This design comes from an exercise in tuning for small area and a short achievable clock period on the open sky130 flow, not from production work.
At most, simulation tests tie the RTL to the original design; equivalence was not proved.
Power is estimated from default activity; no workload was simulated.

==> inputs of 07-25 <==
Design dft_bin_acc, start of the top module:
module dft_bin_acc
#(
    parameter int N      = 256,
    parameter int PH_LAT = 6,
    parameter int ACC_W  = dft_pkg::ACC_W_DEF
) (
    input  logic                     CK,
    input  logic                     RST,
    input  logic                     START,
    input  logic signed [dft_pkg::PH_W-1:0]   cos0,
    input  logic signed [dft_pkg::PH_W-1:0]   sin0,
    input  logic signed [dft_pkg::PH_W-1:0]   cos1,
    input  logic signed [dft_pkg::PH_W-1:0]   sin1,
    output logic [dft_pkg::ADDR_W-1:0]        smp_addr,
    input  logic signed [dft_pkg::SMP_W-1:0]  smp_data,
    output logic signed [ACC_W-1:0]  re0,
    output logic signed [ACC_W-1:0]  im0,
    output logic signed [ACC_W-1:0]  re1,
    output logic signed [ACC_W-1:0]  im1,
    output logic                     busy,
    output logic                     done
    ,
    output logic [ACC_W-1:0]         mag0,
    output logic [ACC_W-1:0]         mag1
);
    localparam int W = 44;      
    localparam int MW = 43;     
    logic [8:0] cnt;
    logic       done_q;
    logic       init_q;      
    logic       en_q;        
    logic       ld;          
    logic [8:0] one_q, two_q, neg_q;
    logic [8:0] one_d, two_d, neg_d;
    logic [8:0] negs;
    logic [W-1:0] a_re0, a_im0, a_re1, a_im1;
    logic [MW-1:0] m_re0, m_im0, m_re1, m_im1;
    logic [MW-1:0] mag0_s, mag1_s;
    always_ff @(posedge CK or posedge RST) begin
        if (RST) begin
            cnt    <= '0;
            busy   <= 1'b0;
            done_q <= 1'b0;
            init_q <= 1'b0;
        end else begin
            if (START)     cnt <= 9'd509;
            else if (busy) cnt <= cnt + 9'd1;
  ...
==> flow/config.mk <==
export PLATFORM = sky130hd
export DESIGN_NAME = dft_bin_acc
export DESIGN_NICKNAME = dft_bin_acc
export VERILOG_FILES = /design/flow/design.v
export SDC_FILE = /design/flow/constraint.sdc
export NUM_CORES = 4
export LEC_CHECK = 0
export CAP_MARGIN = 20
export CORE_MARGIN = 2
export CORE_UTILIZATION = 40
export CTS_CLUSTER_DIAMETER = 110
export CTS_CLUSTER_SIZE = 28
export SETUP_SLACK_MARGIN = 4.0
export SLEW_MARGIN = 20
export SYNTH_HIERARCHICAL = 1
==> flow/constraint.sdc <==
create_clock -name core_clock -period 9.5 [get_ports {CK}]
set_input_delay 1.9000 -clock core_clock [delete_from_list [all_inputs] [get_ports {CK}]]
set_output_delay 1.9000 -clock core_clock [all_outputs]
set_load 0.01 [all_outputs]
standard.sh (not shown) runs the stock make flow with config.mk's settings and CLKGATE_MAP_FILE= SYNTH_SCRIPT=/design/flow/synth_recipe.tcl, a recipe that flattens the netlist after the stock synthesis.
==> flow/flow/run.sh <==
#!/bin/bash
# The standard layout (the standard.sh, unchanged synthesis), except that the
# buffers placed on the ports are plain buffers (buf_2, which timing repair may
# upsize) instead of the delay-type buffer buffer_ports picks by default.
set -euo pipefail
bash standard.sh synth > synth.log 2>&1
bash standard.sh "BUFFER_PORTS_ARGS=-buffer_cell sky130_fd_sc_hd__buf_2" finish > layout.log 2>&1
==> inputs of 03-14, as changes to 07-25 <==
--- a/flow/config.mk
+++ b/flow/config.mk
@@ -10,4 +10,4 @@
 export CORE_UTILIZATION = 40
-export CTS_CLUSTER_DIAMETER = 110
-export CTS_CLUSTER_SIZE = 28
+export CTS_CLUSTER_DIAMETER = 100
+export CTS_CLUSTER_SIZE = 24
 export SETUP_SLACK_MARGIN = 4.0
==> inputs of 11-06, as changes to 07-25 <==
--- a/flow/config.mk
+++ b/flow/config.mk
@@ -10,5 +10,5 @@
 export CORE_UTILIZATION = 40
-export CTS_CLUSTER_DIAMETER = 110
-export CTS_CLUSTER_SIZE = 28
-export SETUP_SLACK_MARGIN = 4.0
+export CTS_CLUSTER_DIAMETER = 100
+export CTS_CLUSTER_SIZE = 24
+export SETUP_SLACK_MARGIN = 4.3
 export SLEW_MARGIN = 20
==> comparison table <==
|  | 11-06 | 03-14 | 07-25 |
|---|---|---|---|
| Status | finished clean | finished clean | finished clean |
| Combinational logic power | 22.7 mW | 19.7 mW | 19.8 mW |
| Combined buffer and inverter count along the critical path | 5 | 4 | 8 |
| Power Internal | 14.5 mW | 12.5 mW | 12.4 mW |
| Wire length on met1 | 95000 um | 94700 um | 94000 um |
| R2R Path Start | u_re1.pn_q[32]$_DFF_PP0_ | u_im0.pn_q[21]$_DFF_PP0_ | u_re1.pn_q[14]$_DFF_PP0_ |
| Place WS | 1.92 ns | 2.29 ns | 2.29 ns |
| Register-to-Register Path Depth | 19 | 19 | 21 |
| Clock group power | 1.87 mW | 1.99 mW | 1.76 mW |
| Length of routed met3 wiring | 14800 um | 14200 um | 14700 um |
| Share of the final layout cell area in multi-input gates | 67.7% | 67.9% | 68.1% |
| # diodes | 25 | 27 | 26 |
| Relative max-transition margin | 25.9% | 26.0% | 24.6% |
| Arrival time at the worst endpoint | 5.76 ns | 3.51 ns | 5.99 ns |
| Power Dens Cells | 364 nW/um^2 | 347 nW/um^2 | 346 nW/um^2 |

==> inputs of wip/maple <==
Another version of the RTL of dft_bin_acc (not shown whole).
Settings: LEC_CHECK=0, CAP_MARGIN=20, CORE_MARGIN=2, CORE_UTILIZATION=55, CTS_CLUSTER_DIAMETER=100, CTS_CLUSTER_SIZE=24, PLACE_DENSITY=0.7, SETUP_SLACK_MARGIN=3.7, SLEW_MARGIN=20, SYNTH_HIERARCHICAL=1; clock period 9.5 ns.
Scripts as last shown in full above: flow/flow/run.sh
==> wip/zinc (differences from wip/maple) <==
--- a/flow/config.mk
+++ b/flow/config.mk
@@ -7,10 +7,9 @@
 export LEC_CHECK = 0
 export CAP_MARGIN = 20
 export CORE_MARGIN = 2
-export CORE_UTILIZATION = 55
-export CTS_CLUSTER_DIAMETER = 100
-export CTS_CLUSTER_SIZE = 24
-export PLACE_DENSITY = 0.7
+export CORE_UTILIZATION = 40
+export CTS_CLUSTER_DIAMETER = 110
+export CTS_CLUSTER_SIZE = 28
 export SETUP_SLACK_MARGIN = 3.7
 export SLEW_MARGIN = 20
 export SYNTH_HIERARCHICAL = 1
==> flow_metrics.tcl <==
set metrics [dict create \
    status "finished clean" \
    nets 7962 \
    vias_per_cell 6.091 \
    use_met3 0.05206 \
    finalCriticalPeriod_ns 5.732 \
    wl_per_cell_um 25.22 \
    finalCritPeriodShare 0.6034 \
    worst-path-stages 18 \
    ir_drop_mv 0.3694 \
    post_cts_resized 66 \
    wl_met3_um 16270 \
    endpoint "p1_q[24]" \
]
the above is filed under wip/maple

==> flow_metrics.tcl <==
set metrics [dict create \
    ir_drop_mv 0.3365 \
    wl_per_cell_um 25.14 \
    post_cts_resized 73 \
    overflow 0 \
    use_met3 0.04164 \
    crit_family "compound AO/OA/AOI/OAI gates" \
    nets 7976 \
    path_common_cell "a21oi_1" \
    status "finished clean" \
    holdBufCountCts 0 \
    vias_per_cell 5.604 \
    endpoint "mag1[29]" \
    finalCriticalPeriod_ns 5.756 \
    fin_area_mm2 0.07692 \
    p_comb_frac 0.778 \
    finalCritPeriodShare 0.6059 \
]
the above is filed under wip/zinc

No run of this note included a check of the RTL's function; only the layout flow was run.

==> inputs of v7 <==
RTL: one of the versions met above, not the one the previous note started from.
## dft_bin_acc
module dft_bin_acc
#(
    parameter int N      = 256,
    parameter int PH_LAT = 6,
    parameter int ACC_W  = dft_pkg::ACC_W_DEF
) (
    input  logic                     CK,
    input  logic                     RST,
    input  logic                     START,
    input  logic signed [dft_pkg::PH_W-1:0]   cos0,
    input  logic signed [dft_pkg::PH_W-1:0]   sin0,
    input  logic signed [dft_pkg::PH_W-1:0]   cos1,
    input  logic signed [dft_pkg::PH_W-1:0]   sin1,
    output logic [dft_pkg::ADDR_W-1:0]        smp_addr,
    input  logic signed [dft_pkg::SMP_W-1:0]  smp_data,
    output logic signed [ACC_W-1:0]  re0,
    output logic signed [ACC_W-1:0]  im0,
    output logic signed [ACC_W-1:0]  re1,
    output logic signed [ACC_W-1:0]  im1,
    output logic                     busy,
    output logic                     done
    ,
    output logic [ACC_W-1:0]         mag0,
    output logic [ACC_W-1:0]         mag1
);
==> flow/config.mk <==
export PLATFORM = sky130hd
export DESIGN_NAME = dft_bin_acc
export DESIGN_NICKNAME = dft_bin_acc
export VERILOG_FILES = /design/flow/design.v
export SDC_FILE = /design/flow/constraint.sdc
export NUM_CORES = 4
export LEC_CHECK = 0
export CAP_MARGIN = 20
export CORE_MARGIN = 2
export CORE_UTILIZATION = 40
export CTS_CLUSTER_DIAMETER = 100
export CTS_CLUSTER_SIZE = 24
export SETUP_SLACK_MARGIN = 3.8
export SLEW_MARGIN = 20
export SYNTH_HIERARCHICAL = 1
==> flow/constraint.sdc <==
create_clock -name core_clock -period 9.5 [get_ports {CK}]
set_input_delay 1.9000 -clock core_clock [delete_from_list [all_inputs] [get_ports {CK}]]
set_output_delay 1.9000 -clock core_clock [all_outputs]
set_load 0.01 [all_outputs]
Scripts as last shown in full above: flow/flow/run.sh
==> v17: changes against v7 <==
SETUP_SLACK_MARGIN = 4.1   (was 3.8)
==> results.txt <==
| metric | v7 | v17 |
|---|---|---|
| Number of instances resized during post-cts repair | 48 | 127 |
| Count of vias placed by the detailed router | 51700 | 52200 |
| Count of cell instances traversed by the critical path | 10 | 20 |
| Run status | finished clean | finished clean |
| Clock-pin transition on the worst setup and hold timing paths | 0.11 ns | 0.10 ns |
| Required time of the critical path | 7.60 ns | 10.02 ns |
| R2R Setup Slk | 3.97 ns | 4.17 ns |
| Net switching power of the design | 0.0128 W | 0.0130 W |
| Met3 global-route usage | 0.0370 | 0.0380 |
| Number of buffers created by CTS | 38 | 35 |
| Crit path launch | lo1_q[5] | u_im0.pn_q[21] |
| Cell with the largest stage delay on the worst path | sky130_fd_sc_hd__o21ai_1 | sky130_fd_sc_hd__a221o_2 |
| FF-to-FF End | hi1_q[23] | lo0_q[20] |
| Setup repair after global routing missed its margin | no | yes |
| Final-layout fill cell count | 16100 | 16100 |
| Standby leakage power | 33.6 nW | 34.2 nW |

## afterwards: timing with drivers on the ports
In the flow no input, the clock included, has a driving cell. The finished layouts below were timed again as built, in two steps.
Step 1 (the two cells are an assumption about what drives the block):
set clk [get_ports {CK}]
set_driving_cell -lib_cell sky130_fd_sc_hd__clkbuf_16 $clk
set_driving_cell -lib_cell sky130_fd_sc_hd__buf_2 [delete_from_list [all_inputs] $clk]
Step 2, shift: input delay + t, output delay - t, t = (earliest + latest rising clock arrival at the registers) / 2. This alone moves slack from input paths to output paths.
Slacks: no drivers / after step 1 / after step 2; pairs: no drivers / after step 1.
run	t (ns)	setup WS [ns]	worst setup path at the end	latest minus earliest clock arrival (ns)	worst slew at a driven data input, ns
07-25	0.781	4.104 / 4.032 / 3.272	input to register	0.045 / 0.046	0.21
03-14	0.718	4.092 / 4.006 / 3.292	input to register	0.054 / 0.053	0.21
11-06	0.718	4.256 / 4.208 / 3.573	input to register	0.050 / 0.050	0.26
wip/maple	0.699	3.768 / 3.768 / 3.535	input to register	0.041 / 0.042	0.19
wip/zinc	0.710	3.744 / 3.662 / 3.304	input to register	0.060 / 0.060	0.09
v7	0.718	3.960 / 3.883 / 3.390	input to register	0.050 / 0.051	0.20
v17	0.720	4.174 / 4.128 / 3.408	input to register	0.047 / 0.047	0.19
After both steps every run listed still meets setup and hold. For 07-25, which loses most, drivers alone change the setup slack by -0.072 ns; drivers and shift together by -0.832 ns.
